Context: an optimization exercise on an open-source flow, tuned for small area, a short achievable clock period and few clock cycles per item. The choices shown serve that exercise and are no tape-out recipe. Function was checked by simulation only, so behaviour that the tests miss may differ from the original. Power is estimated from default activity; no workload was simulated.

## flow/design.v (module list and top-level ports; edited modules follow where they fit)
// module fu_controller: 61 lines
// module operand_skew: 27 lines
// module pe_array: 2469 lines
// module leaky_relu_stage: 9 lines
// module maxpool_stage: 94 lines
// module conv_engine: 120 lines
module conv_engine (
	input  wire                                 clk,
	input  wire                                 rst_n,
	input  wire                                 start,
	input  wire [1:0]                           op,
	input  wire                                 in_valid,
	output logic                                in_ready,
	input  wire [4*16-1:0]       in_ifm,
	input  wire [4*16-1:0]       in_wgt,
	input  wire                                 in_last,
	output logic                                out_valid,
	input  wire                                 out_ready,
	output logic [4*16-1:0]      out_data,
	output logic                                out_last,
	output logic                                done
);
  // ...
==> flow/run.sh <==
#!/bin/bash
# synth_recipe.tcl (not shown) runs the flow's synth.tcl, then flattens the netlist and writes it again
# the make line also repeats each setting of config.mk as NAME=value (left out here)
make -C /OpenROAD-flow-scripts/flow DESIGN_CONFIG=/design/flow/config.mk WORK_HOME=/design/flow/orfs CLKGATE_MAP_FILE= SYNTH_SCRIPT=/design/flow/synth_recipe.tcl finish
==> flow/config.mk <==
export PLATFORM = sky130hd
export DESIGN_NAME = conv_engine
export DESIGN_NICKNAME = conv_engine
export VERILOG_FILES = /design/flow/design.v
export SDC_FILE = /design/flow/constraint.sdc
export NUM_CORES = 4
export LEC_CHECK = 0
export ABC_CLOCK_PERIOD_IN_PS = 3000
export CAP_MARGIN = 20
export CORE_MARGIN = 2
export CORE_UTILIZATION = 40
export SETUP_SLACK_MARGIN = 5
export SLEW_MARGIN = 20
==> flow/constraint.sdc <==
create_clock -name core_clock -period 10.0 [get_ports {clk}]
set_input_delay 2.0000 -clock core_clock [delete_from_list [all_inputs] [get_ports {clk}]]
set_output_delay 2.0000 -clock core_clock [all_outputs]
set_load 0.01 [all_outputs]
==> flow_metrics.py, run 1 <==
metrics = {
    "clock_network": {
        "cts_root_buffer": "clkbuf_16",
        "cts_setup_buffers": 0,
        "cts_buffers": 69,
        "cts_tree": "done",
    },
    "setup_path": {
        "startpoint_type": "flip-flop",
        "cp_slowest_stage_delay_ns": 0.66,
        "worstPathRequired_ns": 10.52,
        "crit_end": "c9_q[1]",
        "startpoint": "u_operands.x_q[1]",
        "critPathBufInv": 5,
        "cp_max_fo": 60,
    },
    "cells_and_area": {
        "stdcell_count": 6110,
        "fill_cells": 10700,
        "largest_reg_flops": 256,
        "final_cell_mix": "xnor2_1 (476), inv_1 (467), dfxtp_1 (466)",
        "utilization_pct": 45.2,
        "fin_nets": 5504,
        "drive_above_1_share_pct": 5.34,
        "final_cell_area_um2": 50900,
        "largest-register": "ring",
    },
    "placement": {
        "place_ws_ns": 4.93,
        "dp_hpwl_mm": 92.0,
        "dp_cells": 5984,
    },
    "logic_synthesis": {
        "synth_top_family_by_area": "adder cells",
        "synthTopCellsByArea": "dfxtp_1 (21%), fa_1 (17%), ha_1 (12%)",
        "synthAdderAreaFrac_pct": 28.6,
        "synthArstFlopShare_pct": 4.57,
    },
    "global_routing": {
        "top_usage_layer": "met2",
        "grt.total_usage_pct": 22.4,
    },
    "power": {
        "clk-power_mw": 2.55,
        "power.group.top": "combinational logic",
        "internal_power_mw": 10.2,
        "p_leak_nw": 21.7,
        "pwr-share-clk_pct": 13.5,
        "ir_drop_v": 0.000196,
        "p_seq_mw": 4.61,
        "seqPwrFrac_pct": 24.4,
    },
    "route": {
        "met2_length_mm": 55.0,
    },
    "outcome": {
        "status": "no timing/DRC/antenna violations",
    },
    "worst_hold_path": {
        "worstHoldEndpoint": "ring[1][2]",
    },
}
Testbench counts, summed over its fixed seeds: cycles 14,572, tiles 384.
==> inputs of run 2 (changes only) <==
--- a/flow/config.mk
+++ b/flow/config.mk
@@ -6,8 +6,6 @@
 export NUM_CORES = 4
 export LEC_CHECK = 0
-export ABC_CLOCK_PERIOD_IN_PS = 3000
 export CAP_MARGIN = 20
 export CORE_MARGIN = 2
 export CORE_UTILIZATION = 40
-export SETUP_SLACK_MARGIN = 5
 export SLEW_MARGIN = 20
==> flow_metrics.py, run 2 <==
metrics = {
    "setup_path": {
        "cpMaxStageDelayCell": "dfxtp_2",
        "startpoint_type": "flip-flop",
        "r2r_slack_ns": 4.85,
        "cp_slowest_stage_delay_ns": 0.65,
        "critPathArrivalTime_ns": 5.66,
        "worstPathRequired_ns": 10.52,
        "r2r_end": "c9_q[1]",
        "cp_max_fo": 60,
        "end_kind": "flip-flop",
        "worstReg2RegStart": "u_operands.x_q[1]",
        "cpLargestDelayFamily": "adder cells",
        "critPathBufInv": 5,
        "crit_type": "flip-flop to flip-flop",
        "reg2reg_depth": 15,
        "path_cells": "buf_4 > nand2_1 > o21ai_0 > and2_2 > buf_4 > a22oi_1 > xnor2_1 > fa_1 > inv_1 > fa_1 > inv_1 > fa_1 > inv_1 > ha_1 > a21o_1",
    },
    "floorplanning": {
        "die_area_um2": 116000,
        "initial_core_util_pct": 40.3,
        "die_x_um": 341,
        "core_um2": 112000,
        "fp-row-count": 123,
        "ios": 204,
        "die_y_um": 341,
    },
    "logic_synthesis": {
        "syn_nets": 5504,
        "syn_area_um2": 45400,
        "yosysTopAreaCell": "dfxtp_1",
        "synth_ff_type": "dfxtp_1",
        "netlist.area_leader.share_pct": 20.6,
        "ys_ff_latch": 591,
        "synth_edf_count": 96,
        "synthArstFlopShare_pct": 4.57,
        "yosys_warnings": 6,
        "synthTopCellsByArea": "dfxtp_1 (21%), fa_1 (17%), ha_1 (12%)",
        "synth.most_common_cell": "xnor2_1",
        "ys_seq_area_share_pct": 28.5,
        "syn-instance-count": 4555,
        "synth_common_cells": "xnor2_1 (476), inv_1 (469), dfxtp_1 (468)",
        "yosys.cell_types.count": 80,
        "syn_area_per_cell_um2": 9.96,
    },
    "route": {
        "dr_wl_met3_mm": 11.4,
        "drc": 0,
        "routedWlPerCell_um": 21.4,
        "drt_iter0_markers": 3234,
        "wl_mm": 131,
        "drt_pass1_iterations": 8,
        "vias_per_cell": 5.53,
        "antenna_left": 0,
        "vias": 33800,
        "dr.max_layer_used": "met5",
        "m1WireLength_mm": 60.8,
        "met2_length_mm": 55.0,
    },
    "cells_and_area": {
        "seq_area_um2": 12900,
        "final_cell_area_um2": 50800,
        "largest-register": "ring",
        "final_cell_mix": "xnor2_1 (476), inv_1 (467), dfxtp_1 (466)",
        "largest_reg_flops": 256,
        "stdcell_count": 6109,
        "drive_above_1_share_pct": 5.34,
        "multiInputGateArea_um2": 29500,
        "fin_nets": 5504,
        "fill_cells": 10700,
        "layout_commonest_cell": "xnor2_1",
        "area_growth_pct": 12.0,
        "utilization_pct": 45.2,
    },
    "sta": {
        "grt_setup_unrepaired": "no",
        "setup_violations": 0,
        "tightest_slew_ns": 1.04,
        "fmax_mhz": 194,
        "tns_ns": 0,
        "whs_ns": 0.317,
        "finalMaxSlewViolations": 0,
        "slew_headroom_pct": 30.7,
        "setup_ws_ns": 4.85,
        "fin_skew_ns": 0.0366,
        "timing_hold_violations_final": 0,
        "period_share_pct": 51.5,
        "final.min_clock_period_ns": 5.15,
    },
    "clock_network": {
        "insertion_delay_ns": 0.64,
        "clkSinkCount": 591,
        "cts_resized": 0,
        "clkTransAtPathRegs_ns": 0.07,
        "htreeDepth": 3,
        "cts_root_buffer": "clkbuf_16",
        "cts_max_path_buffers": 3,
        "hold_buffers": 0,
        "cts_tree": "done",
        "cts_buffers": 69,
        "cts_setup_buffers": 0,
    },
    "placement": {
        "post_dp_cell_area_um2": 48500,
        "place_ws_ns": 4.93,
        "dp_hpwl_mm": 92.0,
        "numPortBuffers": 203,
        "gp_congestion": 0.909,
        "dp_cells": 5984,
    },
    "worst_hold_path": {
        "hold_class": "flip-flop to flip-flop",
        "worstHoldEndpoint": "ring[1][2]",
        "worstHoldPathCells": 0,
        "hp-start": "ring[2][2]",
    },
    "power": {
        "switchingPower_mw": 8.66,
        "powerDensity_nw_per_um2": 372,
        "internal_power_mw": 10.2,
        "ir_drop_v": 0.000196,
        "swShare_pct": 45.9,
        "pwr-share-clk_pct": 13.5,
        "pwr-share-comb_pct": 62.1,
        "power_mw": 18.9,
        "seqPwrFrac_pct": 24.4,
        "p_leak_nw": 21.6,
    },
    "global_routing": {
        "grt_pass1_vias": 33600,
        "grt_pass1_wl_mm": 202,
        "antenna_found_initial": 3,
        "grt_max_degree": 71,
        "gr-total-overflow": 0,
        "grt.total_usage_pct": 22.4,
    },
    "flow_run": {
        "maxCapViolations": 0,
    },
    "outcome": {
        "status": "no timing/DRC/antenna violations",
    },
}
==> run 2: cell counts after synthesis <==
Identical to the previous run, type by type.
==> run 2: cell type report <==
type / instances / share of cell area [%]
Timing Repair Buffer: 250 / 4.69
Inverter: 476 / 3.52
Tap cell: 1500 / 3.69
Sequential cell: 591 / 25.4
Antenna cell: 1 / 0.00492
Clock buffer: 89 / 3.87
Multi-Input combinational cell: 3167 / 58.1
Clock inverter: 35 / 0.711
==> run 2: cells by family (layout without fill, tap and decap cells) <==
kind of cell             after synthesis  in the layout  share of synthesized area (%)
AO/OA/AOI/OAI                        959            959                           14.7
XOR/XNOR                             576            576                           11.1
adder cells (fa/ha/maj)              813            813                           28.6
buffers and inverters                797            850                           6.66
flip-flops                           591            591                           28.5
multiplexers                          79             79                           2.22
other                                  0              1                              0
AND/OR/NAND/NOR                      740            740                           8.21
==> run 2: power by group through the flow <==
stage	clock network, mW	logic [mW]	registers, mW
6_report	2.55	11.7	4.61
5_1_grt	2.73	13.3	4.72
4_1_cts	2.63	11.7	4.61
2_1_floorplan	0	8.72	4.14
3_3_place_gp	0	11.3	4.63
3_5_place_dp	0	11.6	4.65
==> run 2: worst max path at each step <==
stage               slack (ns)  depth (start not counted)           startpoint           endpoint
CTS                       4.90                         15    u_operands.x_q[1]            c9_q[0]
floorplan                 5.84                          7  u_controller.row[0]  u_out.out_data[0]
detailed placement        4.93                         15    u_operands.x_q[1]            c9_q[1]
global placement          4.99                         15    u_operands.x_q[1]            c9_q[1]
finish                    4.85                         15    u_operands.x_q[1]            c9_q[1]
global route              4.63                         15    u_operands.x_q[1]            c9_q[1]
==> run 2: per-layer routing <==
| layer | track usage, % | vias up |
|---|---|---|
| li1 | - | 15500 |
| met1 | 33.0 | 16500 |
| met2 | 33.0 | 1531 |
| met3 | 4.29 | 249 |
| met4 | 6.42 | 2 |
| met5 | 0 | - |
==> run 2: worst reg2reg max path: stages (launching register included) <==
cell and delay (ns):
dfxtp_2 0.65, buf_4 0.63, nand2_1 0.10, o21ai_0 0.15, and2_2 0.20, buf_4 0.60, a22oi_1 0.31, xnor2_1 0.20
fa_1 0.56, inv_1 0.06, fa_1 0.53, inv_1 0.06, fa_1 0.53, inv_1 0.04, ha_1 0.26, a21o_1 0.15

## what the ideal ports hide
How much do the figures lean on ideal ports? The routed layouts below were timed once more, with nothing changed but the port constraints.
Step 1 sets driving cells, clkbuf_16 on the clock port and buf_2 on the other inputs (assumed; they add their load-dependent delay and slew).
Step 2 moves the port delays by t, midway between the first and last clock arrival at a register: inputs arrive t later, outputs are due t later. That takes back most of the time a late clock gives input paths.
a / b / c = ideal / step 1 / step 2; a / b = the first two.
run | t, ns | setup slack, ns | clock arrival spread, ns | worst slew at a driven data input, ns
run 1 | 0.694 | 5.214 / 5.214 / 5.214 | 0.036 / 0.035 | 0.06
run 2 | 0.694 | 4.855 / 4.855 / 4.855 | 0.037 / 0.038 | 0.06
After both steps setup and hold are still met in every run listed.
